Context: an optimization exercise on an open-source flow, tuned for small area. The choices shown serve that exercise and are no tape-out recipe. In this exercise RTL edits were held to simulation tests only and were not proved equivalent to the original. Power is estimated from default activity; no workload was simulated.

[run.sh]
#!/bin/bash
# synth_recipe.tcl (not shown) runs the flow's synth.tcl, then flattens the netlist and writes it again
# the make line also repeats each setting of config.mk as NAME=value (left out here)
make -C /OpenROAD-flow-scripts/flow DESIGN_CONFIG=/design/flow/config.mk WORK_HOME=/design/flow/orfs CLKGATE_MAP_FILE= SYNTH_SCRIPT=/design/flow/synth_recipe.tcl finish
[config.mk]
export PLATFORM = sky130hd
export DESIGN_NAME = dram_pattern_tester
export DESIGN_NICKNAME = dram_pattern_tester
export VERILOG_FILES = /design/flow/design.v
export SDC_FILE = /design/flow/constraint.sdc
export NUM_CORES = 4
export LEC_CHECK = 0
export CAP_MARGIN = 20
export CORE_AREA = 5 5 295 295
export DIE_AREA = 0 0 300 300
export SLEW_MARGIN = 20
[constraint.sdc]
create_clock -name core_clock -period 7.0 [get_ports {user_clk}]
set_input_delay 1.4000 -clock core_clock [delete_from_list [all_inputs] [get_ports {user_clk}]]
set_output_delay 1.4000 -clock core_clock [all_outputs]
set_load 0.01 [all_outputs]
[design.v]
package dram_test_pkg;
    localparam int DEF_ADDR_W = 24;
    localparam int DEF_DATA_W = 256;
    typedef enum logic [1:0] {
        IDLE,
        WRITE,
        READ,
        DONE
    } state_t;
    function automatic logic [15:0] pattern_lane(
        input logic [15:0] addr_lo,
        input logic [15:0] seed,
        input int          lane
    );
        pattern_lane = seed ^ (addr_lo + lane[15:0]);
    endfunction
    function automatic logic [DEF_DATA_W-1:0] pattern_word(
        input logic [15:0] addr_lo,
        input logic [15:0] seed
    );
        logic [DEF_DATA_W-1:0] w;
        for (int i = 0; i < DEF_DATA_W / 16; i++) begin
            w[16*i +: 16] = pattern_lane(addr_lo, seed, i);
        end
        pattern_word = w;
    endfunction
endpackage
module dram_pattern_gen
#(
    parameter int DATA_W = dram_test_pkg::DEF_DATA_W
) (
    input  logic [15:0]       addr_lo,
    input  logic [15:0]       seed,
    output logic [DATA_W-1:0] data
);
    for (genvar i = 0; i < DATA_W / 16; i++) begin : g_lane
        assign data[16*i +: 16] = dram_test_pkg::pattern_lane(addr_lo, seed, i);
    end
endmodule
module dram_pattern_tester
#(
    parameter int ADDR_W          = dram_test_pkg::DEF_ADDR_W,
    parameter int DATA_W          = dram_test_pkg::DEF_DATA_W,
    parameter int MAX_OUTSTANDING = 8
) (
    input  logic                user_clk,
    input  logic                user_rst,
    input  logic                start,
    input  logic [ADDR_W-1:0]   base_addr,
    input  logic [ADDR_W-1:0]   word_count,
    input  logic [15:0]         seed,
    output logic                busy,
    output logic                done,
    output logic                pass,
    output logic [31:0]         error_count,
    output logic [ADDR_W-1:0]   first_err_addr,
    output logic                first_err_valid,
    output logic                cmd_valid,
    input  logic                cmd_ready,
    output logic                cmd_we,
    output logic [ADDR_W-1:0]   cmd_addr,
    output logic                wdata_valid,
    input  logic                wdata_ready,
    output logic [DATA_W/8-1:0] wdata_we,
    output logic [DATA_W-1:0]   wdata_data,
    input  logic                rdata_valid,
    output logic                rdata_ready,
    input  logic [DATA_W-1:0]   rdata_data
);
    localparam int CW = ADDR_W + 1;
    localparam int OW = $clog2(MAX_OUTSTANDING) + 1;
    dram_test_pkg::state_t            state, state_nx;
    logic [ADDR_W-1:0] wr_addr, rd_cmd_addr, rd_chk_addr;
    logic [CW-1:0]     wc_q, wr_cnt, issued, returned;
    logic [OW-1:0]     outstanding;
    logic [15:0]       seed_q;
    logic              cmd_done, wd_done;
    logic              launch, cmd_hs, wd_hs, rd_hs, rd_issue, word_done, mismatch;
    logic [DATA_W-1:0] wr_pat, exp_pat;
    dram_pattern_gen #(.DATA_W(DATA_W)) u_wr_gen (
        .addr_lo(wr_addr[15:0]),
        .seed   (seed_q),
        .data   (wr_pat)
    );
    dram_pattern_gen #(.DATA_W(DATA_W)) u_exp_gen (
        .addr_lo(rd_chk_addr[15:0]),
        .seed   (seed_q),
        .data   (exp_pat)
    );
    assign launch    = start && (state == dram_test_pkg::IDLE || state == dram_test_pkg::DONE);
    assign cmd_hs    = cmd_valid && cmd_ready;
    assign wd_hs     = wdata_valid && wdata_ready;
    assign rd_hs     = rdata_valid && rdata_ready;
    assign rd_issue  = cmd_hs && state == dram_test_pkg::READ;
    assign word_done = state == dram_test_pkg::WRITE && (cmd_done || cmd_ready) && (wd_done || wdata_ready);
    assign mismatch  = rdata_data != exp_pat;
    assign busy       = state == dram_test_pkg::WRITE || state == dram_test_pkg::READ;
    assign done       = state == dram_test_pkg::DONE;
    assign pass       = done && error_count == '0;
    assign wdata_we   = {(DATA_W/8){wdata_valid}};
    assign wdata_data = state == dram_test_pkg::WRITE ? wr_pat : '0;
    always_comb begin
        state_nx    = state;
        cmd_valid   = 1'b0;
        cmd_we      = 1'b0;
        cmd_addr    = '0;
        wdata_valid = 1'b0;
        rdata_ready = 1'b0;
        case (state)
            dram_test_pkg::IDLE, dram_test_pkg::DONE: begin
                if (start) state_nx = word_count == '0 ? dram_test_pkg::DONE : dram_test_pkg::WRITE;
            end
            dram_test_pkg::WRITE: begin
                cmd_valid   = !cmd_done;
                cmd_we      = 1'b1;
                cmd_addr    = wr_addr;
                wdata_valid = !wd_done;
                if (word_done && wr_cnt + CW'(1) == wc_q) state_nx = dram_test_pkg::READ;
            end
            dram_test_pkg::READ: begin
                cmd_valid   = issued < wc_q && outstanding < OW'(MAX_OUTSTANDING);
                cmd_addr    = rd_cmd_addr;
                rdata_ready = 1'b1;
                if (rdata_valid && returned + CW'(1) == wc_q) state_nx = dram_test_pkg::DONE;
            end
            default: state_nx = dram_test_pkg::IDLE;
        endcase
    end
    always_ff @(posedge user_clk or posedge user_rst) begin
        if (user_rst) begin
            state  <= dram_test_pkg::IDLE;
            wc_q   <= '0;
            seed_q <= '0;
        end else begin
            state <= state_nx;
            if (launch) begin
                wc_q   <= {1'b0, word_count};
                seed_q <= seed;
            end
        end
    end
    always_ff @(posedge user_clk or posedge user_rst) begin
        if (user_rst) begin
            wr_addr  <= '0;
            wr_cnt   <= '0;
            cmd_done <= 1'b0;
            wd_done  <= 1'b0;
        end else if (launch) begin
            wr_addr  <= base_addr;
            wr_cnt   <= '0;
            cmd_done <= 1'b0;
            wd_done  <= 1'b0;
        end else if (state == dram_test_pkg::WRITE) begin
            cmd_done <= !word_done && (cmd_done || cmd_hs);
            wd_done  <= !word_done && (wd_done || wd_hs);
            if (word_done) begin
                wr_addr <= wr_addr + ADDR_W'(1);
                wr_cnt  <= wr_cnt + CW'(1);
            end
        end
    end
    always_ff @(posedge user_clk or posedge user_rst) begin
        if (user_rst) begin
            rd_cmd_addr <= '0;
            issued      <= '0;
            outstanding <= '0;
        end else if (launch) begin
            rd_cmd_addr <= base_addr;
            issued      <= '0;
            outstanding <= '0;
        end else begin
            if (rd_issue) begin
                rd_cmd_addr <= rd_cmd_addr + ADDR_W'(1);
                issued      <= issued + CW'(1);
            end
            if (rd_issue != rd_hs) outstanding <= rd_issue ? outstanding + OW'(1) : outstanding - OW'(1);
        end
    end
    always_ff @(posedge user_clk or posedge user_rst) begin
        if (user_rst) begin
            rd_chk_addr     <= '0;
            returned        <= '0;
            error_count     <= '0;
            first_err_addr  <= '0;
            first_err_valid <= 1'b0;
        end else if (launch) begin
            rd_chk_addr     <= base_addr;
            returned        <= '0;
            error_count     <= '0;
            first_err_addr  <= '0;
            first_err_valid <= 1'b0;
        end else if (rd_hs) begin
            rd_chk_addr <= rd_chk_addr + ADDR_W'(1);
            returned    <= returned + CW'(1);
            if (mismatch) begin
                if (error_count != '1) error_count <= error_count + 32'd1;
                if (!first_err_valid) begin
                    first_err_addr  <= rd_chk_addr;
                    first_err_valid <= 1'b1;
                end
            end
        end
    end
endmodule
==> key figures <==
STA
  – Layout Skew: 26.3 ps
  – Final Cycle Share: 0.863
  – Slew margin rel.: 0.241
  – Tmin final: 6040 ps
  – Setup TNS: 0 ps
  – Fmax: 166 MHz
  – Max-slew violations: 0
  – Slew @ Worst Pin: 1130 ps
  – Final hold vios: 0
  – RSZ-0062 raised after global routing: no
  – Final Setup Violations: 0

Yosys
  – Yosys top cell area share: 0.224
  – Synth top area cells: dfrtp_1 (22%), xnor2_1 (12%), xor2_1 (6.8%)
  – Top_reg_cell synth: dfrtp_1
  – Post-Synthesis Cells: 3764
  – Asr flop ratio synth: 1.00
  – Syn Area/Cell: 7.46 µm²
  – Seq/Total Area, Yosys: 0.224
  – Count of different cell masters after synthesis: 102
  – Ys Warns: 2
  – Net Count, Synth: 4153
  – Yosys top cell by area: dfrtp_1
  – Synth Cell Area: 28100 µm²
  – Synth Register Bits: 252
  – Number of flops mapped to enable cells by yosys: 0

GRT
  – Gr ovfl total: 0
  – Pin count of the biggest net entering global routing: 168
  – First-pass GRT wire length: 226000 µm
  – Vias in the first global route: 29.8k
  – Overall Global Routing Usage: 0.339
  – Initial antenna violation count: 10

Detailed routing
  – Initial drt markers: 3961
  – First-pass iteration count of the detailed router: 8
  – Total vias in the final route: 31.9k
  – Final wirelength: 162000 µm
  – DRC viols: 0
  – Post-route ant nets: 0
  – Drt wl/cell: 30.1 µm
  – Vias per cell: 5.94

Clock tree
  – CTS Buffer Depth: 3
  – Post-CTS Setup Repair Bufs: 0
  – H-tree lvl count: 2
  – Hold Buf Count CTS: 0
  – TritonCTS Buffers: 34
  – CTS tree: done
  – # resized after CTS: 0
  – Clock Latency Late Sink: 560 ps
  – Root Driver: clkbuf_16
  – Clk sinks: 252
  – Clk slew on worst S/H paths: 60 ps

Final layout
  – Fillers: 8529
  – Share of layout cells above drive strength 1: 0.0529
  – Most frequent cells in the layout: clkdlybuf4s50_1 (701), nor2_1 (499), xnor2_1 (372)
  – Area growth from synthesis to layout: 31.4%
  – Sequential cell area: 6310 µm²
  – Fin nets: 4657
  – Area of the multi-input gates: 20100 µm²
  – Most common cell after layout, fill and taps aside: clkdlybuf4s50_1

Floorplan
  – Std-Cell Core Area: 83600 µm²
  – Die height: 300 µm
  – Area of the die: 90000 µm²
  – Num rows: 106
  – # IOs: 702
  – Initial Util: 0.336
  – Die width: 300 µm

Setup path
  – Worst Path Required: 5600 ps
  – Crit path arrival time: 4640 ps
  – Crit Path Max Fanout: 14
  – Critical path launch point type: register
  – Critical path capture point type: primary output
  – WS Path Type: register to primary output

Run status
  – Status: timing/DRC/antenna clean

Pwr
  – Pwr Total: 0.00670 W
  – PwrDens: 181 nW/µm²
  – VDD IR max: 0.000175 V
  – Leakage Power: 14.4 nW

Placed design
  – I/O Buffers: 701
  – Dpl hpwl: 130000 µm
  – Gpl congestion: 1.09

Worst hold path
  – Worst min path class: register to register

Run
  – Max Cap Viol: 0
-- critical path, stage by stage (launching register included) --
cell and delay, ps:
dfrtp_1 730, ha_1 650, and3_1 420, nand3_1 390, nor2_1 840, nand2_1 210, xnor2_1 170, nor2_1 100
clkdlybuf4s50_1 580
-- routing by layer --
layer,global-route usage,share of wire
met2,0.542,0.45
met4,0.143,0.054
met5,0,0.00027
met3,0.0678,0.086
met1,0.448,0.41
-- synth_stat cells (all sizes together), types with 14 or more instances --
master	number
nand2	315
o22ai	22
and2	42
nand2b	20
nand4	108
nor2b	19
nor2	500
or2	18
mux2i	42
xor2	228
a211oi	24
a21o	38
ha	62
buf	148
o21ai	146
and3	69
or4	16
a2111oi	14
or3	66
o211ai	17
o2111ai	17
a22o	33
a31oi	39
inv	77
and4	24
nor3	146
clkbuf	177
xnor2	388
nor4	75
a22oi	39
nand3	162
a21oi	232
dfrtp	252
-- worst paths after layout --
check,to,startpoint,slack [ps],depth (start not counted)
setup / recovery,wdata_data[42],wr_addr[3]$_DFFE_PP0P_,960,8
hold / removal,issued[11]$_DFFE_PP0P_,issued[11]$_DFFE_PP0P_,500,1
setup reg to reg,first_err_addr[5]$_DFFE_PP0P_,rd_chk_addr[4]$_DFFE_PP0P_,1360,13
hold reg to reg,issued[11]$_DFFE_PP0P_,issued[11]$_DFFE_PP0P_,500,1
max in group asynchronous,rd_cmd_addr[5]$_DFFE_PP0P_,user_rst,4440,3
min in group asynchronous,first_err_addr[9]$_DFFE_PP0P_,user_rst,1250,2
-- sequential cells by signal, indices dropped and copies added (netlist names) --
signal	cells
first_err_addr	24
cmd_done	1
wr_addr	24
seed_q	16
first_err_valid	1
wd_done	1
error_count	32
wc_q	24
rd_cmd_addr	24
issued	25
rd_chk_addr	24
state	2
outstanding	4
wr_cnt	25
returned	25
-- kinds of logic (layout without fill, tap and decap cells) --
logic type,Yosys count,in the layout,synth area share
flip-flops,252,252,0.224
other,0,8,0
AND/OR/NAND/NOR,1642,1642,0.291
XOR/XNOR,625,625,0.205
buffers and inverters,403,932,0.0674
adder cells (fa/ha/maj),63,63,0.0283
AO/OA/AOI/OAI,731,731,0.166
multiplexers,48,48,0.0178
-- power by group --
| group | total (W) | internal [W] | switching, W |
|---|---|---|---|
| sequential | 0.00161 | 0.00150 | 0.000110 |
| clock | 0.00181 | 0.00107 | 0.000742 |
| combinational | 0.00328 | 0.00156 | 0.00171 |
-- through the flow --
step           std cells  cell area (µm²)  hold slack, ps  setup WS, ps  utilization
6_report            5381            36900             503           960        0.442
5_1_grt             5373            36900             538           867        0.442
3_5_place_dp        5311            35700             495          1260        0.428
4_1_cts             5372            36900             505          1070        0.441
3_3_place_gp        5311            35700             489          1240        0.427
2_1_floorplan       3764            28100             464          2280            -
-- final cells by class --
type / count / area share
multi-input combinational: 3109 / 0.543
timing repair buffer: 793 / 0.210
sequential: 252 / 0.171
tap: 1080 / 0.0366
clock buffer: 48 / 0.0266
inverter: 78 / 0.00817
clock inverter: 13 / 0.00454
antenna: 8 / 0.000542

-- re-timing with driven ports --
The results above use ideal ports. As a check the final layout listed here was re-extracted and re-timed, cells and wires unchanged. Step 1 (the two cells are an assumption about what drives the block):
set clk [get_ports {user_clk}]
set_driving_cell -lib_cell sky130_fd_sc_hd__clkbuf_16 $clk
set_driving_cell -lib_cell sky130_fd_sc_hd__buf_2 [delete_from_list [all_inputs] $clk]
Step 2 also shifts input and output timing later by t, the mid clock arrival at the registers, as if the neighbouring blocks saw the same clock. a / b / c = ideal / step 1 / step 2; a / b = the first two.
t, ns: 0.597
setup slack, ns: 0.960 / 0.906 / 1.165
clock arrival spread, ns: 0.029 / 0.029
worst data-port slew with drivers (ns): 0.16
After both steps this run still meets setup and hold. For this run, drivers alone change the setup slack by -0.054 ns; drivers and shift together by +0.205 ns.
